From an optimization exercise on the open Yosys and OpenROAD flow, aimed at small area, a short achievable clock period and few clock cycles per item; shortcuts taken in it are not production practice.
Function was checked by simulation only, so behaviour that the tests miss may differ from the original.
No activity file was given, so power comes from the tool's default toggle rates.

File: design/flow/run.sh
#!/bin/bash
# synth_recipe.tcl (not shown) runs the flow's synth.tcl, then flattens the netlist and writes it again
# the make line also repeats each setting of config.mk as NAME=value (left out here)
make -C /OpenROAD-flow-scripts/flow DESIGN_CONFIG=/design/flow/config.mk WORK_HOME=/design/flow/orfs CLKGATE_MAP_FILE= SYNTH_SCRIPT=/design/flow/synth_recipe.tcl finish
File: design/flow/config.mk
export PLATFORM = sky130hd
export DESIGN_NAME = lsu_top
export DESIGN_NICKNAME = lsu_top
export VERILOG_FILES = /design/flow/design.v
export SDC_FILE = /design/flow/constraint.sdc
export NUM_CORES = 4
export LEC_CHECK = 0
export CAP_MARGIN = 20
export CORE_MARGIN = 2
export CORE_UTILIZATION = 40
export SLEW_MARGIN = 20
File: design/flow/constraint.sdc
create_clock -name core_clock -period 8.5 [get_ports {clk}]
set_input_delay 1.7000 -clock core_clock [delete_from_list [all_inputs] [get_ports {clk}]]
set_output_delay 1.7000 -clock core_clock [all_outputs]
set_load 0.01 [all_outputs]
File: design/flow/design.v
package lsu_pkg;
    localparam int ADDR_W   = 32;
    localparam int XLEN     = 32;
    localparam int MEM_W    = 64;
    localparam int STRB_W   = 8;
    localparam int SQ_DEPTH = 4;
    localparam int SQ_PTR_W = 2;
    localparam int TAG_W    = 5;
    typedef enum logic [3:0] {
        LB  = 4'd0,
        LBU = 4'd1,
        LH  = 4'd2,
        LHU = 4'd3,
        LW  = 4'd4,
        SB  = 4'd5,
        SH  = 4'd6,
        SW  = 4'd7
    } lsu_op_e;
    typedef enum logic [1:0] {
        BYTE = 2'd0,
        HALF = 2'd1,
        WORD = 2'd2
    } mem_size_e;
    typedef enum logic [1:0] {
        IDLE = 2'd0,
        REQ  = 2'd1,
        WAIT = 2'd2
    } mem_state_e;
    function automatic logic [XLEN/8-1:0] byte_mask(input mem_size_e size,
                                                    input logic [1:0] lo);
        unique case (size)
            2'd0:    byte_mask = 4'b0001 << lo;
            2'd1:    byte_mask = 4'b0011 << {lo[1], 1'b0};
            default: byte_mask = 4'b1111;
        endcase
    endfunction
endpackage
module lsu_agu (
    input  logic                         clk,
    input  logic                         rst_n,
    input  logic                         issue_valid,
    output logic                         issue_ready,
    input  lsu_pkg::lsu_op_e             op,
    input  logic [lsu_pkg::ADDR_W-1:0]   base,
    input  logic [lsu_pkg::ADDR_W-1:0]   offset,
    input  logic [lsu_pkg::XLEN-1:0]     store_data,
    input  logic [lsu_pkg::TAG_W-1:0]    tag,
    output logic                         push_valid,
    input  logic                         push_ready,
    output logic [lsu_pkg::ADDR_W-1:0]   push_addr,
    output logic [lsu_pkg::XLEN-1:0]     push_data,
    output logic [lsu_pkg::XLEN/8-1:0]   push_mask,
    output logic                         ld_valid,
    input  logic                         ld_ready,
    output logic [lsu_pkg::ADDR_W-1:0]   ld_addr,
    output lsu_pkg::mem_size_e           ld_size,
    output logic                         ld_unsigned,
    output logic [lsu_pkg::TAG_W-1:0]    ld_tag
);
    logic              is_store;
    logic              is_unsigned;
    lsu_pkg::mem_size_e         size;
    logic [lsu_pkg::ADDR_W-1:0] addr;
    always_comb begin
        is_store    = 1'b0;
        is_unsigned = 1'b0;
        size        = lsu_pkg::WORD;
        unique case (op)
            lsu_pkg::LB:      size = lsu_pkg::BYTE;
            lsu_pkg::LBU:     begin size = lsu_pkg::BYTE; is_unsigned = 1'b1; end
            lsu_pkg::LH:      size = lsu_pkg::HALF;
            lsu_pkg::LHU:     begin size = lsu_pkg::HALF; is_unsigned = 1'b1; end
            lsu_pkg::SB:      begin size = lsu_pkg::BYTE; is_store = 1'b1; end
            lsu_pkg::SH:      begin size = lsu_pkg::HALF; is_store = 1'b1; end
            lsu_pkg::SW:      is_store = 1'b1;
            default: size = lsu_pkg::WORD;
        endcase
    end
    assign addr = base + offset;
    assign push_valid = issue_valid && is_store;
    assign push_addr  = addr;
    assign push_data  = store_data << {addr[1:0], 3'b000};
    assign push_mask  = lsu_pkg::byte_mask(size, addr[1:0]);
    assign ld_valid    = issue_valid && !is_store;
    assign ld_addr     = addr;
    assign ld_size     = size;
    assign ld_unsigned = is_unsigned;
    assign ld_tag      = tag;
    assign issue_ready = is_store ? push_ready : ld_ready;
endmodule
module lsu_store_queue (
    input  logic        clk,
    input  logic        rst_n,
    input  logic        commit,
    input  logic                         push_valid,
    output logic                         push_ready,
    input  logic [lsu_pkg::ADDR_W-1:0]   push_addr,
    input  logic [lsu_pkg::XLEN-1:0]     push_data,
    input  logic [lsu_pkg::XLEN/8-1:0]   push_mask,
    input  logic [lsu_pkg::ADDR_W-1:0]   lookup_addr,
    input  logic [lsu_pkg::XLEN/8-1:0]   lookup_mask,
    output logic [lsu_pkg::XLEN/8-1:0]   lookup_hit,
    output logic                         lookup_partial,
    output logic [lsu_pkg::XLEN-1:0]     lookup_data,
    output logic                         drain_valid,
    input  logic                         drain_ready,
    output logic                         drain_write,
    output logic [lsu_pkg::ADDR_W-1:0]   drain_addr,
    output logic [lsu_pkg::MEM_W-1:0]    drain_wdata,
    output logic [lsu_pkg::STRB_W-1:0]   drain_wstrb,
    input  logic                         drain_resp_valid,
    input  logic [lsu_pkg::MEM_W-1:0]    drain_resp_data
);
    logic [lsu_pkg::ADDR_W-1:0]   addr_q [lsu_pkg::SQ_DEPTH];
    logic [lsu_pkg::XLEN-1:0]     data_q [lsu_pkg::SQ_DEPTH];
    logic [lsu_pkg::XLEN/8-1:0]   mask_q [lsu_pkg::SQ_DEPTH];
    logic [lsu_pkg::SQ_DEPTH-1:0] valid_q;
    logic [lsu_pkg::SQ_DEPTH-1:0] cmt_q;
    logic [lsu_pkg::SQ_PTR_W-1:0] head_q;
    logic [lsu_pkg::SQ_PTR_W-1:0] tail_q;
    logic [lsu_pkg::SQ_PTR_W-1:0] cmt_ptr_q;
    logic [lsu_pkg::SQ_PTR_W:0]   count_q;
    logic                sent_q;
    logic push_fire;
    logic commit_fire;
    logic retire;
    assign push_ready  = (count_q != (lsu_pkg::SQ_PTR_W+1)'(lsu_pkg::SQ_DEPTH));
    assign push_fire   = push_valid && push_ready;
    assign commit_fire = commit && valid_q[cmt_ptr_q] && !cmt_q[cmt_ptr_q];
    assign retire      = sent_q && drain_resp_valid;
    always_ff @(posedge clk or negedge rst_n) begin
        if (!rst_n) begin
            valid_q   <= '0;
            cmt_q     <= '0;
            head_q    <= '0;
            tail_q    <= '0;
            cmt_ptr_q <= '0;
            count_q   <= '0;
            sent_q    <= 1'b0;
        end else begin
            if (push_fire) begin
                valid_q[tail_q] <= 1'b1;
                cmt_q[tail_q]   <= 1'b0;
                tail_q          <= tail_q + 1'b1;
            end
            if (commit_fire) begin
                cmt_q[cmt_ptr_q] <= 1'b1;
                cmt_ptr_q        <= cmt_ptr_q + 1'b1;
            end
            if (drain_valid && drain_ready) begin
                sent_q <= 1'b1;
            end
            if (retire) begin
                valid_q[head_q] <= 1'b0;
                head_q          <= head_q + 1'b1;
                sent_q          <= 1'b0;
            end
            unique case ({push_fire, retire})
                2'b10:   count_q <= count_q + 1'b1;
                2'b01:   count_q <= count_q - 1'b1;
                default: count_q <= count_q;
            endcase
        end
    end
    always_ff @(posedge clk) begin
        if (push_fire) begin
            addr_q[tail_q] <= push_addr;
            data_q[tail_q] <= push_data;
            mask_q[tail_q] <= push_mask;
        end
    end
    always_comb begin
        logic [lsu_pkg::SQ_PTR_W-1:0] idx;
        lookup_hit  = '0;
        lookup_data = '0;
        for (int i = 0; i < lsu_pkg::SQ_DEPTH; i++) begin
            idx = head_q + lsu_pkg::SQ_PTR_W'(i);
            if (valid_q[idx] && (addr_q[idx][lsu_pkg::ADDR_W-1:2] == lookup_addr[lsu_pkg::ADDR_W-1:2])) begin
                for (int b = 0; b < lsu_pkg::XLEN/8; b++) begin
                    if (mask_q[idx][b] && lookup_mask[b]) begin
                        lookup_hit[b]         = 1'b1;
                        lookup_data[b*8 +: 8] = data_q[idx][b*8 +: 8];
                    end
                end
            end
        end
    end
    assign lookup_partial = (|lookup_hit) && (lookup_hit != lookup_mask);
    assign drain_valid = valid_q[head_q] && cmt_q[head_q] && !sent_q;
    assign drain_write = 1'b1;
    assign drain_addr  = addr_q[head_q];
    assign drain_wdata = addr_q[head_q][2] ? {data_q[head_q], {lsu_pkg::XLEN{1'b0}}}
                                           : {{lsu_pkg::XLEN{1'b0}}, data_q[head_q]};
    assign drain_wstrb = addr_q[head_q][2] ? {mask_q[head_q], 4'b0000}
                                           : {4'b0000, mask_q[head_q]};
endmodule
module lsu_load_unit (
    input  logic                        clk,
    input  logic                        rst_n,
    input  logic                        ld_valid,
    output logic                        ld_ready,
    input  logic [lsu_pkg::ADDR_W-1:0]  ld_addr,
    input  lsu_pkg::mem_size_e          ld_size,
    input  logic                        ld_unsigned,
    input  logic [lsu_pkg::TAG_W-1:0]   ld_tag,
    output logic [lsu_pkg::ADDR_W-1:0]  lookup_addr,
    output logic [lsu_pkg::XLEN/8-1:0]  lookup_mask,
    input  logic [lsu_pkg::XLEN/8-1:0]  lookup_hit,
    input  logic                        lookup_partial,
    input  logic [lsu_pkg::XLEN-1:0]    lookup_data,
    output logic                        mem_valid,
    input  logic                        mem_ready,
    output logic                        mem_write,
    output logic [lsu_pkg::ADDR_W-1:0]  mem_addr,
    output logic [lsu_pkg::MEM_W-1:0]   mem_wdata,
    output logic [lsu_pkg::STRB_W-1:0]  mem_wstrb,
    input  logic                        mem_resp_valid,
    input  logic [lsu_pkg::MEM_W-1:0]   mem_resp_data,
    output logic                        wb_valid,
    input  logic                        wb_ready,
    output logic [lsu_pkg::TAG_W-1:0]   wb_tag,
    output logic [lsu_pkg::XLEN-1:0]    wb_data
);
    logic              req_pend_q;
    logic              wait_q;
    logic [lsu_pkg::ADDR_W-1:0] addr_q;
    lsu_pkg::mem_size_e         size_q;
    logic              uns_q;
    logic [lsu_pkg::TAG_W-1:0]  tag_q;
    logic              ld_fire;
    logic              full_hit;
    logic              resp_fire;
    logic [lsu_pkg::XLEN-1:0]   resp_word;
    logic [lsu_pkg::XLEN-1:0]   fwd_result;
    logic [lsu_pkg::XLEN-1:0]   mem_result;
    function automatic logic [lsu_pkg::XLEN-1:0] load_extend(input logic [lsu_pkg::XLEN-1:0] word,
                                                    input logic [1:0] lo,
                                                    input lsu_pkg::mem_size_e size,
                                                    input logic uns);
        logic [lsu_pkg::XLEN-1:0] sh;
        sh = word >> {lo, 3'b000};
        unique case (size)
            lsu_pkg::BYTE:    load_extend = uns ? {24'b0, sh[7:0]} : {{24{sh[7]}}, sh[7:0]};
            lsu_pkg::HALF:    load_extend = uns ? {16'b0, sh[15:0]} : {{16{sh[15]}}, sh[15:0]};
            default: load_extend = sh;
        endcase
    endfunction
    assign lookup_addr = ld_addr;
    assign lookup_mask = lsu_pkg::byte_mask(ld_size, ld_addr[1:0]);
    assign full_hit    = (lookup_hit == lookup_mask);
    assign ld_ready  = !req_pend_q && !wait_q && !wb_valid && !lookup_partial;
    assign ld_fire   = ld_valid && ld_ready;
    assign resp_fire = wait_q && mem_resp_valid;
    assign mem_valid = req_pend_q;
    assign mem_write = 1'b0;
    assign mem_addr  = addr_q;
    assign mem_wdata = '0;
    assign mem_wstrb = '0;
    always_ff @(posedge clk or negedge rst_n) begin
        if (!rst_n) begin
            req_pend_q <= 1'b0;
            wait_q     <= 1'b0;
        end else begin
            if (ld_fire && !full_hit) begin
                req_pend_q <= 1'b1;
            end
            if (mem_valid && mem_ready) begin
                req_pend_q <= 1'b0;
                wait_q     <= 1'b1;
            end
            if (resp_fire) begin
                wait_q <= 1'b0;
            end
        end
    end
    always_ff @(posedge clk) begin
        if (ld_fire) begin
            addr_q <= ld_addr;
            size_q <= ld_size;
            uns_q  <= ld_unsigned;
            tag_q  <= ld_tag;
        end
    end
    assign fwd_result = load_extend(lookup_data, ld_addr[1:0], ld_size, ld_unsigned);
    assign resp_word  = addr_q[2] ? mem_resp_data[63:32] : mem_resp_data[31:0];
    assign mem_result = load_extend(resp_word, addr_q[1:0], size_q, uns_q);
    always_ff @(posedge clk or negedge rst_n) begin
        if (!rst_n) begin
            wb_valid <= 1'b0;
        end else if ((ld_fire && full_hit) || resp_fire) begin
            wb_valid <= 1'b1;
        end else if (wb_ready) begin
            wb_valid <= 1'b0;
        end
    end
    always_ff @(posedge clk) begin
        if (ld_fire && full_hit) begin
            wb_data <= fwd_result;
            wb_tag  <= ld_tag;
        end else if (resp_fire) begin
            wb_data <= mem_result;
            wb_tag  <= tag_q;
        end
    end
endmodule
module lsu_mem_port (
    input  logic                        clk,
    input  logic                        rst_n,
    input  logic                        ld_valid,
    output logic                        ld_ready,
    input  logic                        ld_write,
    input  logic [lsu_pkg::ADDR_W-1:0]  ld_addr,
    input  logic [lsu_pkg::MEM_W-1:0]   ld_wdata,
    input  logic [lsu_pkg::STRB_W-1:0]  ld_wstrb,
    output logic                        ld_resp_valid,
    output logic [lsu_pkg::MEM_W-1:0]   ld_resp_data,
    input  logic                        st_valid,
    output logic                        st_ready,
    input  logic                        st_write,
    input  logic [lsu_pkg::ADDR_W-1:0]  st_addr,
    input  logic [lsu_pkg::MEM_W-1:0]   st_wdata,
    input  logic [lsu_pkg::STRB_W-1:0]  st_wstrb,
    output logic                        st_resp_valid,
    output logic [lsu_pkg::MEM_W-1:0]   st_resp_data,
    output logic                        mem_req_valid,
    input  logic                        mem_req_ready,
    output logic                        mem_req_write,
    output logic [lsu_pkg::ADDR_W-1:0]  mem_req_addr,
    output logic [lsu_pkg::MEM_W-1:0]   mem_req_wdata,
    output logic [lsu_pkg::STRB_W-1:0]  mem_req_wstrb,
    input  logic                        mem_resp_valid,
    input  logic [lsu_pkg::MEM_W-1:0]   mem_resp_data
);
    lsu_pkg::mem_state_e        state_q;
    logic              sel_st_q;
    logic [lsu_pkg::ADDR_W-1:0] sel_addr;
    always_ff @(posedge clk or negedge rst_n) begin
        if (!rst_n) begin
            state_q  <= lsu_pkg::IDLE;
            sel_st_q <= 1'b0;
        end else begin
            unique case (state_q)
                lsu_pkg::IDLE: begin
                    if (ld_valid) begin
                        sel_st_q <= 1'b0;
                        state_q  <= lsu_pkg::REQ;
                    end else if (st_valid) begin
                        sel_st_q <= 1'b1;
                        state_q  <= lsu_pkg::REQ;
                    end
                end
                lsu_pkg::REQ:     if (mem_req_ready) state_q <= lsu_pkg::WAIT;
                lsu_pkg::WAIT:    if (mem_resp_valid) state_q <= lsu_pkg::IDLE;
                default: state_q <= lsu_pkg::IDLE;
            endcase
        end
    end
    assign sel_addr      = sel_st_q ? st_addr : ld_addr;
    assign mem_req_valid = (state_q == lsu_pkg::REQ);
    assign mem_req_write = sel_st_q ? st_write : ld_write;
    assign mem_req_addr  = {sel_addr[lsu_pkg::ADDR_W-1:3], 3'b000};
    assign mem_req_wdata = sel_st_q ? st_wdata : ld_wdata;
    assign mem_req_wstrb = sel_st_q ? st_wstrb : ld_wstrb;
    assign ld_ready      = (state_q == lsu_pkg::REQ) && !sel_st_q && mem_req_ready;
    assign st_ready      = (state_q == lsu_pkg::REQ) && sel_st_q && mem_req_ready;
    assign ld_resp_valid = (state_q == lsu_pkg::WAIT) && !sel_st_q && mem_resp_valid;
    assign st_resp_valid = (state_q == lsu_pkg::WAIT) && sel_st_q && mem_resp_valid;
    assign ld_resp_data  = mem_resp_data;
    assign st_resp_data  = mem_resp_data;
endmodule
module lsu_top (
    input  logic                        clk,
    input  logic                        rst_n,
    input  logic                        issue_valid,
    output logic                        issue_ready,
    input  lsu_pkg::lsu_op_e            op,
    input  logic [lsu_pkg::ADDR_W-1:0]  base,
    input  logic [lsu_pkg::ADDR_W-1:0]  offset,
    input  logic [lsu_pkg::XLEN-1:0]    store_data,
    input  logic [lsu_pkg::TAG_W-1:0]   tag,
    input  logic                        commit,
    output logic                        wb_valid,
    input  logic                        wb_ready,
    output logic [lsu_pkg::TAG_W-1:0]   wb_tag,
    output logic [lsu_pkg::XLEN-1:0]    wb_data,
    output logic                        mem_req_valid,
    input  logic                        mem_req_ready,
    output logic                        mem_req_write,
    output logic [lsu_pkg::ADDR_W-1:0]  mem_req_addr,
    output logic [lsu_pkg::MEM_W-1:0]   mem_req_wdata,
    output logic [lsu_pkg::STRB_W-1:0]  mem_req_wstrb,
    input  logic                        mem_resp_valid,
    input  logic [lsu_pkg::MEM_W-1:0]   mem_resp_data
);
    logic              ld_valid;
    logic              ld_ready;
    logic [lsu_pkg::ADDR_W-1:0] ld_addr;
    lsu_pkg::mem_size_e         ld_size;
    logic              ld_unsigned;
    logic [lsu_pkg::TAG_W-1:0]  ld_tag;
    logic              push_valid;
    logic              push_ready;
    logic [lsu_pkg::ADDR_W-1:0] push_addr;
    logic [lsu_pkg::XLEN-1:0]   push_data;
    logic [lsu_pkg::XLEN/8-1:0] push_mask;
    logic [lsu_pkg::ADDR_W-1:0] lookup_addr;
    logic [lsu_pkg::XLEN/8-1:0] lookup_mask;
    logic [lsu_pkg::XLEN/8-1:0] lookup_hit;
    logic              lookup_partial;
    logic [lsu_pkg::XLEN-1:0]   lookup_data;
    logic              lm_valid, lm_ready, lm_write, lm_resp_valid;
    logic [lsu_pkg::ADDR_W-1:0] lm_addr;
    logic [lsu_pkg::MEM_W-1:0]  lm_wdata, lm_resp_data;
    logic [lsu_pkg::STRB_W-1:0] lm_wstrb;
    logic              sm_valid, sm_ready, sm_write, sm_resp_valid;
    logic [lsu_pkg::ADDR_W-1:0] sm_addr;
    logic [lsu_pkg::MEM_W-1:0]  sm_wdata, sm_resp_data;
    logic [lsu_pkg::STRB_W-1:0] sm_wstrb;
    lsu_agu i_lsu_agu (
        .clk, .rst_n, .issue_valid, .issue_ready, .op, .base, .offset,
        .store_data, .tag,
        .push_valid, .push_ready, .push_addr, .push_data, .push_mask,
        .ld_valid, .ld_ready, .ld_addr, .ld_size, .ld_unsigned, .ld_tag
    );
    lsu_store_queue i_lsu_store_queue (
        .clk, .rst_n, .commit,
        .push_valid, .push_ready, .push_addr, .push_data, .push_mask,
        .lookup_addr, .lookup_mask, .lookup_hit, .lookup_partial, .lookup_data,
        .drain_valid (sm_valid), .drain_ready (sm_ready), .drain_write (sm_write),
        .drain_addr (sm_addr), .drain_wdata (sm_wdata), .drain_wstrb (sm_wstrb),
        .drain_resp_valid (sm_resp_valid), .drain_resp_data (sm_resp_data)
    );
    lsu_load_unit i_lsu_load_unit (
        .clk, .rst_n, .ld_valid, .ld_ready, .ld_addr, .ld_size, .ld_unsigned, .ld_tag,
        .lookup_addr, .lookup_mask, .lookup_hit, .lookup_partial, .lookup_data,
        .mem_valid (lm_valid), .mem_ready (lm_ready), .mem_write (lm_write),
        .mem_addr (lm_addr), .mem_wdata (lm_wdata), .mem_wstrb (lm_wstrb),
        .mem_resp_valid (lm_resp_valid), .mem_resp_data (lm_resp_data),
        .wb_valid, .wb_ready, .wb_tag, .wb_data
    );
    lsu_mem_port i_lsu_mem_port (
        .clk, .rst_n,
        .ld_valid (lm_valid), .ld_ready (lm_ready), .ld_write (lm_write), .ld_addr (lm_addr),
        .ld_wdata (lm_wdata), .ld_wstrb (lm_wstrb),
        .ld_resp_valid (lm_resp_valid), .ld_resp_data (lm_resp_data),
        .st_valid (sm_valid), .st_ready (sm_ready), .st_write (sm_write), .st_addr (sm_addr),
        .st_wdata (sm_wdata), .st_wstrb (sm_wstrb),
        .st_resp_valid (sm_resp_valid), .st_resp_data (sm_resp_data),
        .mem_req_valid, .mem_req_ready, .mem_req_write, .mem_req_addr,
        .mem_req_wdata, .mem_req_wstrb, .mem_resp_valid, .mem_resp_data
    );
endmodule
==> key figures <==
Outcome
  • Status: complete, no violations

Place
  • Pre-CTS setup slack: -0.802 ns
  • Gpl congestion: 0.985
  • Inst Count DP: roughly 3800
  • DP Wirelength: 88.4 mm
  • Area after DPL: 0.0353 sq mm
  • PortBufs: 317

Synth
  • Synth area leader: edfxtp_1
  • Syn Inst Count: 2356
  • Warnings, synthesis: 4
  • Synthesized area per cell: 12.3 sq um
  • Post-synth EDFFs: approximately 340
  • Top_reg_cell synth: edfxtp_1
  • Synth top area share: between 30% and 40%
  • Post-synthesis sequential area ratio: 37.3%
  • Yosys cell types: 116
  • Post-Syn Area: 0.0291 sq mm
  • Ys async rst share: 6.58%
  • Synth Register Bits: 365
  • Top post-synthesis cells by area: edfxtp_1 (35%), mux4_2 (22%), xnor3_1 (2.2%)

CTS
  • Clock latency (worst-skew pair): 0.61 ns
  • CTS Buf Count: 44
  • Root Driver: clkbuf_16
  • CTS tree: built
  • Clock sinks: 365
  • Worst-path clk slew: 0.06 ns
  • H-tree level count: 2
  • CTS Hold Bufs: 0
  • CTS max path bufs: 3

STA
  • Slew Limit Headroom: 25.6%
  • Final setup fails: 0
  • Worst Slack Setup Final: 0.117 ns
  • Clk_skew: 0.0406 ns
  • TNS Setup: 0 ns
  • Max Slew Vio Count: 0
  • WHS: about 0.47 ns
  • Final-report hold violation count: 0
  • Slew of the pin with the lowest slew margin: about 1.1 ns
  • Tmin final: about 8.4 ns
  • Tcrit/Tclk final: 98.6%
  • Max Freq: 0.119 GHz

Layout
  • NumNets Final: 3125
  • ANT cells: 0
  • Post-layout util: 51.9%
  • Commonest non-fill, non-tap cell in the layout: edfxtp_1
  • Most frequent cells in the layout: edfxtp_1 (341), buf_4 (336), clkdlybuf4s50_1 (314)
  • Area Growth Syn to Fin: 27.9%
  • Final Non-Filler Cells: 3883
  • Share of cells above drive strength 1: 29.5%
  • Final instance area: 0.0372 sq mm

Global route
  • Tot GR Track Use: 29.6%
  • Wire length of the first global-routing pass: 163 mm
  • Largest net degree at the start of global routing: just under 80
  • Met3 GRT Util: 3.65%
  • Initial antenna violation count: 1
  • Busiest grt layer: met2
  • Gr ovfl total: 0
  • Met2 Usage GRT: 49.0%
  • Vias in the first global route: between 20000 and 25000
  • Routing usage on met1: 40.8%

Pwr
  • P_leak: 13.4 nW
  • Switching share of total power: 40.7%
  • Sequential power share: 21.0%
  • PnR Total Power: between 10 and 15 mW
  • Pwr/cell area: 304 mW/mm^2
  • Int Power: 6.72 mW
  • Clock network fraction of total power: between 10% and 20%
  • VDD IR-drop max: 0.000225 V
  • Comb pwr share: 60.4%
  • Switching power: 4.60 mW

Drt
  • DRC: 0
  • Iter 0 DRT Violations: 2756
  • WL final: ~110 mm
  • Avg WL per Cell: between 20 and 30 microns
  • Vias per cell: about 6.4
  • ANT nets after route: 0
  • Via count: 24800
  • TritonRoute pass-1 iters: 5

Floorplanning
  • Die area: 0.0749 sq mm
  • Chip width: 274 microns
  • Die height: 274 microns
  • Effective utilization at floorplan: 40.5%
  • Io pins: 321
  • Core box area: 0.0717 sq mm
  • # rows: 98

Worst setup path
  • Crit end category: output pin
  • Setup Crit Path Kind: input port to output pin
  • Worst Path Arrival: 6.68 ns
  • CP Data Required Time: 6.80 ns
  • Critical path launch point type: input port
  • Crit path max fanout: 10

Hold path
  • Hold Path Class: flop to flop

Run
  • Max-cap violations: 0
==> metal layers <==
metal	vias to the layer above	part of all wire, %
met2	1215	49
met3	169	7.5
met1	12700	41
met4	2	3.3
met5	-	0.018
li1	10700	-
==> registers in the layout, indices dropped and copies added, names as in the netlist, 3 cells and up <==
| signal | flops |
|---|---|
| i_lsu_load_unit.addr_q | 32 |
| i_lsu_load_unit.tag_q | 5 |
| i_lsu_load_unit.wb_data | 32 |
| i_lsu_load_unit.wb_tag | 5 |
| i_lsu_store_queue.addr_q | 120 |
| i_lsu_store_queue.cmt_q | 4 |
| i_lsu_store_queue.count_q | 3 |
| i_lsu_store_queue.data_q | 128 |
| i_lsu_store_queue.mask_q | 16 |
| i_lsu_store_queue.valid_q | 4 |
==> final cells by class <==
cell class / count / area (sq um)
Sequential cell: 365 / 10800
Clock inverter: 27 / 450
Timing Repair Buffer: 660 / 5830
Tap cell: 950 / 1190
Inverter: 61 / 229
Fill cell: 6218 / 34500
Multi-Input combinational cell: 1767 / 17500
Clock buffer: 53 / 1140
==> power groups by stage <==
stage	combinational [mW]	clock [mW]	sequential, mW
floorplan	4.25	0	2.32
global placement	6.64	0	2.40
detailed placement	6.69	0	2.42
CTS	6.77	2.14	2.38
global route	7.18	2.20	2.40
finish	6.83	2.11	2.38
==> Yosys cell counts (10+ instances only) <==
cell type  count
a2111oi_0     11
a211oi_1      21
a21o_1        15
a21oi_1       92
a221oi_1      46
a31oi_1       44
and2_1        63
and3_1        62
and4_1        16
buf_1         14
buf_2         52
buf_4         17
clkbuf_1      78
dfrtp_1       24
edfxtp_1     341
ha_1          48
inv_1         61
mux2_2        57
mux2i_1       37
mux4_2       288
nand2_1      142
nand2b_1      19
nand3_1       58
nand4_1       36
nor2_1       124
nor2b_1       21
nor3_1        56
nor4_1        21
o2111ai_1     11
o21a_1        18
o21ai_0       63
o221ai_1      12
o22ai_1       26
or2_2         14
or3_1         10
xnor2_1       68
xnor3_1       29
xor2_1        33
==> worst paths after layout <==
check | start | endpoint | slack [ns] | cells past startpoint
max | offset[1] | issue_ready | 0.12 | 22
min | i_lsu_store_queue.count_q[2]$_DFFE_PN0P_ | i_lsu_store_queue.count_q[2]$_DFFE_PN0P_ | 0.47 | 1
max reg2reg | i_lsu_store_queue.head_q[0]$_DFFE_PN0P_ | i_lsu_load_unit.wb_data[20]$_DFFE_PP_ | 2.08 | 18
min reg2reg | i_lsu_store_queue.count_q[2]$_DFFE_PN0P_ | i_lsu_store_queue.count_q[2]$_DFFE_PN0P_ | 0.47 | 1
max in group asynchronous | rst_n | i_lsu_store_queue.head_q[0]$_DFFE_PN0P_ | 6.97 | 1
min in group asynchronous | rst_n | i_lsu_load_unit.wait_q$_DFFE_PN0P_ | 1.09 | 1
==> logic make-up after synthesis <==
family	synth area share [%]
adders and majority gates	2.20
DFF	37.3
muxes	26.1
AOI/OAI and AO/OA	12.2
other	0.0129
and+or+nand+nor	13.2
buffers and inverters	3.46
xor gates and xnor gates	5.54
==> repair_timing <==
| action | 4_1_cts | 5_1_grt |
|---|---|---|
| resized for setup | 28 | 19 |
| buffers inserted | 3 | 4 |
| setup endpoints to repair | 1 | 1 |
| pin swaps | 6 | 10 |
==> critical path, stage by stage <==
cell             delay, ns
clkdlybuf4s50_1       0.43
ha_1                  0.34
a211oi_4              0.33
o21ai_0               0.18
buf_4                 0.18
buf_4                 0.14
a32o_1                0.22
nor3_2                0.29
buf_4                 0.26
xor2_1                0.20
nor3_1                0.27
nand4_1               0.21
nor4_4                0.47
buf_4                 0.19
a41oi_1               0.12
nand3b_1              0.14
o31a_1                0.18
nand2_1               0.09
a21boi_2              0.22
buf_4                 0.16
or2_2                 0.10
clkdlybuf4s15_1       0.23
Testbench counts, summed over its fixed seeds: cycles 19,450, items 4,800.

-- static timing again, ports no longer ideal --
How much do the figures lean on ideal ports? The routed layout below was timed once more, with nothing changed but the port constraints. Step 1 (the two cells are an assumption about what drives the block):
set clk [get_ports {clk}]
set_driving_cell -lib_cell sky130_fd_sc_hd__clkbuf_16 $clk
set_driving_cell -lib_cell sky130_fd_sc_hd__buf_2 [delete_from_list [all_inputs] $clk]
Step 2 also shifts input and output timing later by t, the mid clock arrival at the registers, as if the neighbouring blocks saw the same clock. Three values: ideal ports, drivers, drivers and shift; two values: the first two.
shift t [ns]: 0.653
setup slack, ns: 0.117 / 0.088 / 0.088
hold WS [ns]: 0.469 / 0.469 / 0.469
latest minus earliest clock arrival (ns): 0.040 / 0.041
cell pins on the clock port's net: 1
After both steps setup and hold are still met in this run. The setup slack of this run moves by -0.029 ns with the drivers and by -0.029 ns with both steps.
